Context: an optimization exercise on an open-source flow, tuned for small area and a short achievable clock period. The choices shown serve that exercise and are no tape-out recipe. At most, simulation tests tie the RTL to the original design; equivalence was not proved. No activity file was given, so power comes from the tool's default toggle rates.

==> flow/design.v <==
module mic_pdm_core #(
  parameter int CLK_DIV = 4,
  parameter int DECIM   = 128,
  parameter int FIFO_AW = 9
) (
  input  logic        clk,
  input  logic        reset,
  input  logic        cs,
  input  logic        read,
  input  logic        write,
  input  logic [4:0]  addr,
  input  logic [31:0] wr_data,
  output logic [31:0] rd_data,
  output logic        mic_clk,
  input  logic        mic_data,
  output logic        mic_lrsel
);
  localparam int W     = $clog2(DECIM + 1);
  localparam int BW    = $clog2(DECIM);
  localparam int DW    = $clog2(CLK_DIV);
  localparam int DEPTH = 2 ** FIFO_AW;
  localparam int CW    = FIFO_AW + 1;
  localparam int GAW   = FIFO_AW - 2;          
  localparam int NG    = 2 ** GAW;             
  localparam int CODEW = 29;                   
  localparam int TB    = 3;                    
  localparam int NTAP  = NG >> TB;
  localparam int QG    = 3;                    
  localparam logic [DW-1:0] DIV_LAST = DW'(CLK_DIV - 1);
  localparam logic [BW-1:0] BIT_LAST = BW'(DECIM - 1);
  logic          en;
  logic          clk_q;
  logic [DW-1:0] div;
  logic          sync1;
  logic          sync2;
  logic [BW-1:0] bit_cnt;
  logic [W-1:0]  ones_cnt;
  logic               ovf;
  logic [CW-1:0]      count;
  logic               empty_q;   
  logic               full_q;    
  logic               c1_q;      
  logic [FIFO_AW-1:0] tidx;      
  logic [FIFO_AW-1:0] xidx;      
  logic [GAW-1:0]     ph;        
  logic [W-1:0]       stage_q [4];         
  logic [W-1:0]       h0_q;      
  logic [CODEW-1:0]   ring [NG];
  logic [CODEW-1:0]   gq [QG];   
  logic [1:0]         gwp, grp;  
  logic [1:0]         gcnt;      
  logic               g_empty, g_full;
  logic [GAW-1:0]     fpos;      
  logic               at_tap;    
  logic [GAW:0]       na;        
  logic               na_eq1, na_ge2;
  logic         sel_w;
  logic         pop_req;
  logic         ctl_wr;
  logic         clr_fifo;
  logic         clr_ovf;
  logic         wrap;
  logic         capture;
  logic         push;
  logic [W-1:0] sample;
  logic         do_pop;
  logic         do_push;
  logic         ovf_evt;
  logic         inc_c, dec_c;
  logic         complete;
  logic         newgrp;
  logic         ins;
  logic [CODEW-1:0] stage_code;
  logic [CODEW-1:0] tap_code;
  logic         fetch_ring, fetch_stage, fetch;
  logic         xcross, deq, fadv;
  logic         inc_na, dec_na, inc_g, dec_g;
  logic [W-1:0] qval;
  logic [W-1:0] second;
  logic         unused;
  function automatic logic [CODEW-1:0] enc(input logic [W-1:0] v0, input logic [W-1:0] v1,
                                           input logic [W-1:0] v2, input logic [W-1:0] v3);
    logic [3:0] m;
    logic       any;
    logic       mv1, mv2, mv3;
    m   = {v3[7], v2[7], v1[7], v0[7]};
    any = |m;
    mv1 = any & ~m[0] & m[1];
    mv2 = any & ~m[0] & ~m[1] & m[2];
    mv3 = any & ~m[0] & ~m[1] & ~m[2];
    enc = {any,
           mv3 ? v0[6:0] : v3[6:0],
           mv2 ? v0[6:0] : v2[6:0],
           mv1 ? v0[6:0] : v1[6:0],
           any ? {3'b000, m} : v0[6:0]};
  endfunction
  function automatic logic [W-1:0] dec(input logic [CODEW-1:0] c, input logic [1:0] lane);
    logic       any;
    logic [3:0] m;
    logic [6:0] f0;
    any = c[28];
    m   = c[3:0];
    if (lane == 2'd0) begin
      if (!any)      f0 = c[6:0];
      else if (m[1]) f0 = c[13:7];
      else if (m[2]) f0 = c[20:14];
      else           f0 = c[27:21];
      dec = (any & m[0]) ? 8'd128 : {1'b0, f0};
    end else begin
      dec = (any & m[lane]) ? 8'd128 : {1'b0, c[7*lane +: 7]};
    end
  endfunction
  assign unused    = &{1'b0, read, addr[4:2], wr_data[31:3]};
  assign mic_lrsel = 1'b0;
  assign mic_clk   = clk_q;
  assign sel_w    = cs & write;
  assign pop_req  = sel_w & (addr[1:0] == 2'd2);
  assign ctl_wr   = sel_w & (addr[1:0] == 2'd3);
  assign clr_fifo = ctl_wr & wr_data[1];
  assign clr_ovf  = ctl_wr & wr_data[2];
  always_ff @(posedge clk or posedge reset) begin
    if (reset) begin
      en <= 1'b0;
    end else if (ctl_wr) begin
      en <= wr_data[0];
    end
  end
  assign wrap    = en && (div == DIV_LAST);
  assign capture = wrap && clk_q;
  always_ff @(posedge clk or posedge reset) begin
    if (reset) begin
      div   <= '0;
      clk_q <= 1'b0;
    end else if (!en) begin
      div   <= '0;
      clk_q <= 1'b0;
    end else begin
      div <= div + DW'(1);
      if (wrap) clk_q <= ~clk_q;
    end
  end
  always_ff @(posedge clk or posedge reset) begin
    if (reset) begin
      sync1 <= 1'b0;
      sync2 <= 1'b0;
    end else begin
      sync1 <= mic_data;
      sync2 <= sync1;
    end
  end
  assign push   = capture && (bit_cnt == BIT_LAST);
  assign sample = ones_cnt + W'(sync2);
  always_ff @(posedge clk or posedge reset) begin
    if (reset) begin
      bit_cnt  <= '0;
      ones_cnt <= '0;
    end else if (!en) begin
      bit_cnt  <= '0;
      ones_cnt <= '0;
    end else if (capture) begin
      bit_cnt <= bit_cnt + BW'(1);
      if (bit_cnt == BIT_LAST) begin
        ones_cnt <= '0;
      end else begin
        ones_cnt <= sample;
      end
    end
  end
  assign do_pop  = pop_req & ~empty_q;
  assign do_push = push & (~full_q | do_pop);
  assign ovf_evt = push & full_q & ~do_pop;
  assign full_q = count[CW-1];
  assign inc_c = do_push & ~do_pop;
  assign dec_c = do_pop & ~do_push;
  always_ff @(posedge clk or posedge reset) begin
    if (reset) begin
      count   <= '0;
      empty_q <= 1'b1;
      c1_q    <= 1'b0;
    end else if (clr_fifo) begin
      count   <= '0;
      empty_q <= 1'b1;
      c1_q    <= 1'b0;
    end else if (inc_c) begin
      count   <= count + CW'(1);
      empty_q <= 1'b0;
      c1_q    <= empty_q;
    end else if (dec_c) begin
      count   <= count - CW'(1);
      empty_q <= c1_q;
      c1_q    <= (count == CW'(2));
    end
  end
  assign complete = (tidx[1:0] == 2'd3);
  assign newgrp   = do_push & complete;
  always_ff @(posedge clk or posedge reset) begin
    if (reset) begin
      tidx <= '1;
      xidx <= FIFO_AW'(1);
      ph   <= '0;
    end else if (clr_fifo) begin
      tidx <= '1;
      xidx <= FIFO_AW'(1);
      ph   <= '0;
    end else begin
      if (do_push) tidx <= tidx + FIFO_AW'(1);
      if (do_pop)  xidx <= xidx + FIFO_AW'(1);
      ph <= ph + GAW'(1);
    end
  end
  always_ff @(posedge clk) begin
    for (int l = 0; l < 4; l++) begin
      if (do_push && (tidx[1:0] == 2'(l - 1))) stage_q[l] <= sample;
    end
  end
  assign stage_code = enc(stage_q[0], stage_q[1], stage_q[2], stage_q[3]);
  assign ins = complete & (ph == tidx[FIFO_AW-1:2]);
  always_ff @(posedge clk) begin
    ring[NG-1] <= ins ? stage_code : ring[0];
    for (int p = 0; p < NG - 1; p++) ring[p] <= ring[p+1];
  end
  assign xcross      = do_pop & (xidx[1:0] == 2'd3);
  assign fetch_ring  = na_ge2 & at_tap;
  assign fetch_stage = na_eq1 & complete;
  assign fetch       = (fetch_ring | fetch_stage) & (~g_full | xcross) & ~clr_fifo;
  assign deq         = xcross & (~g_empty | fetch);
  assign fadv        = fetch | (xcross & g_empty);
  always_comb begin
    tap_code = '0;
    for (int j = 0; j < NTAP; j++)
      tap_code = tap_code | (ring[(2 ** TB) * j] & {CODEW{fpos[GAW-1:TB] == (GAW-TB)'(j)}});
  end
  assign inc_na      = newgrp & ~fadv;
  assign dec_na      = fadv & ~newgrp;
  assign inc_g       = fetch & ~deq;
  assign dec_g       = deq & ~fetch;
  always_ff @(posedge clk) begin
    if (fetch) gq[gwp] <= na_ge2 ? tap_code : stage_code;
  end
  always_ff @(posedge clk or posedge reset) begin
    if (reset) begin
      gwp    <= '0;
      grp    <= '0;
      fpos   <= '0;
      at_tap <= 1'b1;
    end else if (clr_fifo) begin
      gwp    <= '0;
      grp    <= '0;
      fpos   <= '0;
      at_tap <= 1'b1;
    end else begin
      if (fetch) gwp <= (gwp == 2'(QG - 1)) ? 2'd0 : gwp + 2'd1;
      if (deq)   grp <= (grp == 2'(QG - 1)) ? 2'd0 : grp + 2'd1;
      if (!fadv) begin
        fpos   <= fpos - GAW'(1);
        at_tap <= (fpos[TB-1:0] == TB'(1));
      end
    end
  end
  always_ff @(posedge clk or posedge reset) begin
    if (reset) begin
      gcnt    <= '0;
      g_empty <= 1'b1;
      g_full  <= 1'b0;
    end else if (clr_fifo) begin
      gcnt    <= '0;
      g_empty <= 1'b1;
      g_full  <= 1'b0;
    end else if (inc_g) begin
      gcnt    <= gcnt + 2'd1;
      g_empty <= 1'b0;
      g_full  <= (gcnt == 2'(QG - 1));
    end else if (dec_g) begin
      gcnt    <= gcnt - 2'd1;
      g_empty <= (gcnt == 2'd1);
      g_full  <= 1'b0;
    end
  end
  always_ff @(posedge clk or posedge reset) begin
    if (reset) begin
      na     <= '0;
      na_eq1 <= 1'b0;
      na_ge2 <= 1'b0;
    end else if (clr_fifo) begin
      na     <= '0;
      na_eq1 <= 1'b0;
      na_ge2 <= 1'b0;
    end else if (inc_na) begin
      na     <= na + (GAW+1)'(1);
      na_eq1 <= (na == '0);
      na_ge2 <= na_ge2 | na_eq1;
    end else if (dec_na) begin
      na     <= na - (GAW+1)'(1);
      na_eq1 <= (na == (GAW+1)'(2));
      na_ge2 <= na_ge2 & (na != (GAW+1)'(2));
    end
  end
  assign qval   = dec(gq[grp], xidx[1:0]);
  assign second = g_empty ? stage_q[xidx[1:0]] : qval;
  always_ff @(posedge clk or posedge reset) begin
    if (reset) begin
      h0_q <= '0;
    end else if (clr_fifo) begin
      h0_q <= '0;
    end else if (do_pop) begin
      if (c1_q) h0_q <= do_push ? sample : '0;
      else      h0_q <= second;
    end else if (do_push && empty_q) begin
      h0_q <= sample;
    end
  end
  always_ff @(posedge clk or posedge reset) begin
    if (reset) begin
      ovf <= 1'b0;
    end else if (ovf_evt) begin
      ovf <= 1'b1;
    end else if (clr_ovf) begin
      ovf <= 1'b0;
    end
  end
  mic_pdm_rd_b0 u_rd0 (
    .a0(addr[0]), .a1(addr[1]), .h(h0_q[0]), .s(empty_q), .e(en), .y(rd_data[0])
  );
  mic_pdm_rd_lo u_rd1 (.a0(addr[0]), .a1(addr[1]), .h(h0_q[1]), .s(full_q), .y(rd_data[1]));
  mic_pdm_rd_lo u_rd2 (.a0(addr[0]), .a1(addr[1]), .h(h0_q[2]), .s(ovf),    .y(rd_data[2]));
  mic_pdm_rd_lo u_rd3 (.a0(addr[0]), .a1(addr[1]), .h(h0_q[3]), .s(en),     .y(rd_data[3]));
  for (genvar k = 4; k < W; k++) begin : g_rdh
    mic_pdm_rd_head u_rd (.a0(addr[0]), .a1(addr[1]), .d(h0_q[k]), .y(rd_data[k]));
  end
  for (genvar k = 0; k < CW; k++) begin : g_rdc
    mic_pdm_rd_cnt u_rd (.a0(addr[0]), .a1(addr[1]), .d(count[k]), .y(rd_data[8+k]));
  end
  assign rd_data[31:8+CW] = '0;
endmodule
module mic_pdm_rd_b0 (
  input  logic a0,
  input  logic a1,
  input  logic h,
  input  logic s,
  input  logic e,
  output logic y
);
  assign y = a1 ? e : (a0 ? s : h);
endmodule
module mic_pdm_rd_lo (
  input  logic a0,
  input  logic a1,
  input  logic h,
  input  logic s,
  output logic y
);
  assign y = ~a1 & (a0 ? s : h);
endmodule
module mic_pdm_rd_head (
  input  logic a0,
  input  logic a1,
  input  logic d,
  output logic y
);
  assign y = d & ~a0 & ~a1;
endmodule
module mic_pdm_rd_cnt (
  input  logic a0,
  input  logic a1,
  input  logic d,
  output logic y
);
  assign y = d & a0 & ~a1;
endmodule
Settings: LEC_CHECK=0, CAP_MARGIN=20, CORE_MARGIN=2, CORE_UTILIZATION=70, SETUP_SLACK_MARGIN=4.1, SLEW_MARGIN=20, SYNTH_HIERARCHICAL=1, SYNTH_MINIMUM_KEEP_SIZE=0; clock period 7.5 ns.
standard.sh (not shown) runs the stock make flow with config.mk's settings and CLKGATE_MAP_FILE= SYNTH_SCRIPT=/design/flow/synth_recipe.tcl, a recipe that flattens the netlist after the stock synthesis.
==> flow/flow/run.sh <==
#!/bin/bash
# Standard ORFS layout; only the clock tree synthesis arguments differ:
# larger sink clusters and no dummy loads.
set -euo pipefail
export CTS_ARGS="-sink_clustering_enable -repair_clock_nets -dont_use_dummy_load -sink_clustering_size 30 -sink_clustering_max_diameter 60"
bash standard.sh > standard.log 2>&1
Rerun with:
--- a/flow/design.v
+++ b/flow/design.v
@@ -167,29 +167,32 @@
     end
   end
   assign do_pop  = pop_req & ~empty_q;
   assign do_push = push & (~full_q | do_pop);
   assign ovf_evt = push & full_q & ~do_pop;
-  assign full_q = count[CW-1];
   assign inc_c = do_push & ~do_pop;
   assign dec_c = do_pop & ~do_push;
   always_ff @(posedge clk or posedge reset) begin
     if (reset) begin
       count   <= '0;
       empty_q <= 1'b1;
+      full_q  <= 1'b0;
       c1_q    <= 1'b0;
     end else if (clr_fifo) begin
       count   <= '0;
       empty_q <= 1'b1;
+      full_q  <= 1'b0;
       c1_q    <= 1'b0;
     end else if (inc_c) begin
       count   <= count + CW'(1);
       empty_q <= 1'b0;
+      full_q  <= (count == CW'(DEPTH - 1));
       c1_q    <= empty_q;
     end else if (dec_c) begin
       count   <= count - CW'(1);
       empty_q <= c1_q;
+      full_q  <= 1'b0;
       c1_q    <= (count == CW'(2));
     end
   end
   assign complete = (tidx[1:0] == 2'd3);
   assign newgrp   = do_push & complete;
@@ -223,15 +226,11 @@
   assign fetch_ring  = na_ge2 & at_tap;
   assign fetch_stage = na_eq1 & complete;
   assign fetch       = (fetch_ring | fetch_stage) & (~g_full | xcross) & ~clr_fifo;
   assign deq         = xcross & (~g_empty | fetch);
   assign fadv        = fetch | (xcross & g_empty);
-  always_comb begin
-    tap_code = '0;
-    for (int j = 0; j < NTAP; j++)
-      tap_code = tap_code | (ring[(2 ** TB) * j] & {CODEW{fpos[GAW-1:TB] == (GAW-TB)'(j)}});
-  end
+  assign tap_code    = ring[(2 ** TB) * fpos[GAW-1:TB]];
   assign inc_na      = newgrp & ~fadv;
   assign dec_na      = fadv & ~newgrp;
   assign inc_g       = fetch & ~deq;
   assign dec_g       = deq & ~fetch;
   always_ff @(posedge clk) begin
Effect: Final area barely changes. Sequential share of layout area barely changes. Via count rises by 0.62%. Clock power fell by about 0.4%. Core utilization decreases by 0.13 points. Hold slack stays flat. Power came out higher by 2.0%. Die area stays flat. Wire length climbs by 0.69%. Setup slack got worse by 4.6 ps. Non-clock buffer count went down by 2.
For the first run of this note, only the layout was checked, not whether the RTL still works.

* * *

Starts from the design.v that is shown in full above.
Settings: LEC_CHECK=0, ABC_AREA=1, CAP_MARGIN=20, CORE_MARGIN=2, CORE_UTILIZATION=70, SETUP_SLACK_MARGIN=4.1, SLEW_MARGIN=20, SYNTH_HIERARCHICAL=1, SYNTH_MINIMUM_KEEP_SIZE=0; clock period 7.5 ns.
Scripts as last shown in full above: flow/flow/run.sh
Rerun with:
--- a/flow/design.v
+++ b/flow/design.v
@@ -166,31 +166,34 @@
       end
     end
   end
   assign do_pop  = pop_req & ~empty_q;
   assign do_push = push & (~full_q | do_pop);
   assign ovf_evt = push & full_q & ~do_pop;
-  assign full_q = count[CW-1];
   assign inc_c = do_push & ~do_pop;
   assign dec_c = do_pop & ~do_push;
   always_ff @(posedge clk or posedge reset) begin
     if (reset) begin
       count   <= '0;
       empty_q <= 1'b1;
+      full_q  <= 1'b0;
       c1_q    <= 1'b0;
     end else if (clr_fifo) begin
       count   <= '0;
       empty_q <= 1'b1;
+      full_q  <= 1'b0;
       c1_q    <= 1'b0;
     end else if (inc_c) begin
       count   <= count + CW'(1);
       empty_q <= 1'b0;
+      full_q  <= (count == CW'(DEPTH - 1));
       c1_q    <= empty_q;
     end else if (dec_c) begin
       count   <= count - CW'(1);
       empty_q <= c1_q;
+      full_q  <= 1'b0;
       c1_q    <= (count == CW'(2));
     end
   end
   assign complete = (tidx[1:0] == 2'd3);
   assign newgrp   = do_push & complete;
   always_ff @(posedge clk or posedge reset) begin
@@ -222,17 +225,13 @@
   assign xcross      = do_pop & (xidx[1:0] == 2'd3);
   assign fetch_ring  = na_ge2 & at_tap;
   assign fetch_stage = na_eq1 & complete;
   assign fetch       = (fetch_ring | fetch_stage) & (~g_full | xcross) & ~clr_fifo;
   assign deq         = xcross & (~g_empty | fetch);
   assign fadv        = fetch | (xcross & g_empty);
-  always_comb begin
-    tap_code = '0;
-    for (int j = 0; j < NTAP; j++)
-      tap_code = tap_code | (ring[(2 ** TB) * j] & {CODEW{fpos[GAW-1:TB] == (GAW-TB)'(j)}});
-  end
+  assign tap_code    = ring[(2 ** TB) * fpos[GAW-1:TB]];
   assign inc_na      = newgrp & ~fadv;
   assign dec_na      = fadv & ~newgrp;
   assign inc_g       = fetch & ~deq;
   assign dec_g       = deq & ~fetch;
   always_ff @(posedge clk) begin
     if (fetch) gq[gwp] <= na_ge2 ? tap_code : stage_code;
Power grows by 2.2%; global-route usage shrinks by 0.47 points; core utilization stays flat; hold slack loses 5.3 ps; setup slack gains 130 ps; count of clock-buffer cells in the layout shrinks by 1; non-clock buffer count grows by 13; synthesized area hardly moves.
The RTL of the first run of this note was laid out without a check of its function.

==> separate check: timing with driven ports <==
Ports are ideal in the flow. The routed layouts listed here were re-timed in OpenROAD. Step 1, drivers: a clkbuf_16 drives clk and a buf_2 each remaining input, both assumed. Step 2, shift: input delay + t, output delay - t, t = (earliest + latest rising clock arrival at the registers) / 2. This alone moves slack from input paths to output paths. a / b / c = ideal / step 1 / step 2; a / b = the first two.
run	shift t [ns]	setup WS [ns]	worst setup path after step 2	worst slew at a driven data input, ns	pins driven straight from the clock port
the first run of note 1	0.848	3.976 / 3.760 / 3.240	input to register	0.25	1
the second run of note 1	0.853	3.972 / 3.737 / 3.200	input to register	0.24	1
the first run of note 2	0.843	3.919 / 3.822 / 3.446	input to register	0.16	1
the second run of note 2	0.835	4.049 / 3.831 / 3.502	input to register	0.23	1
After both steps setup and hold are still met in every run listed. The setup slack of the second run of note 1, which loses most, moves by -0.235 ns with the drivers and by -0.772 ns with both steps.
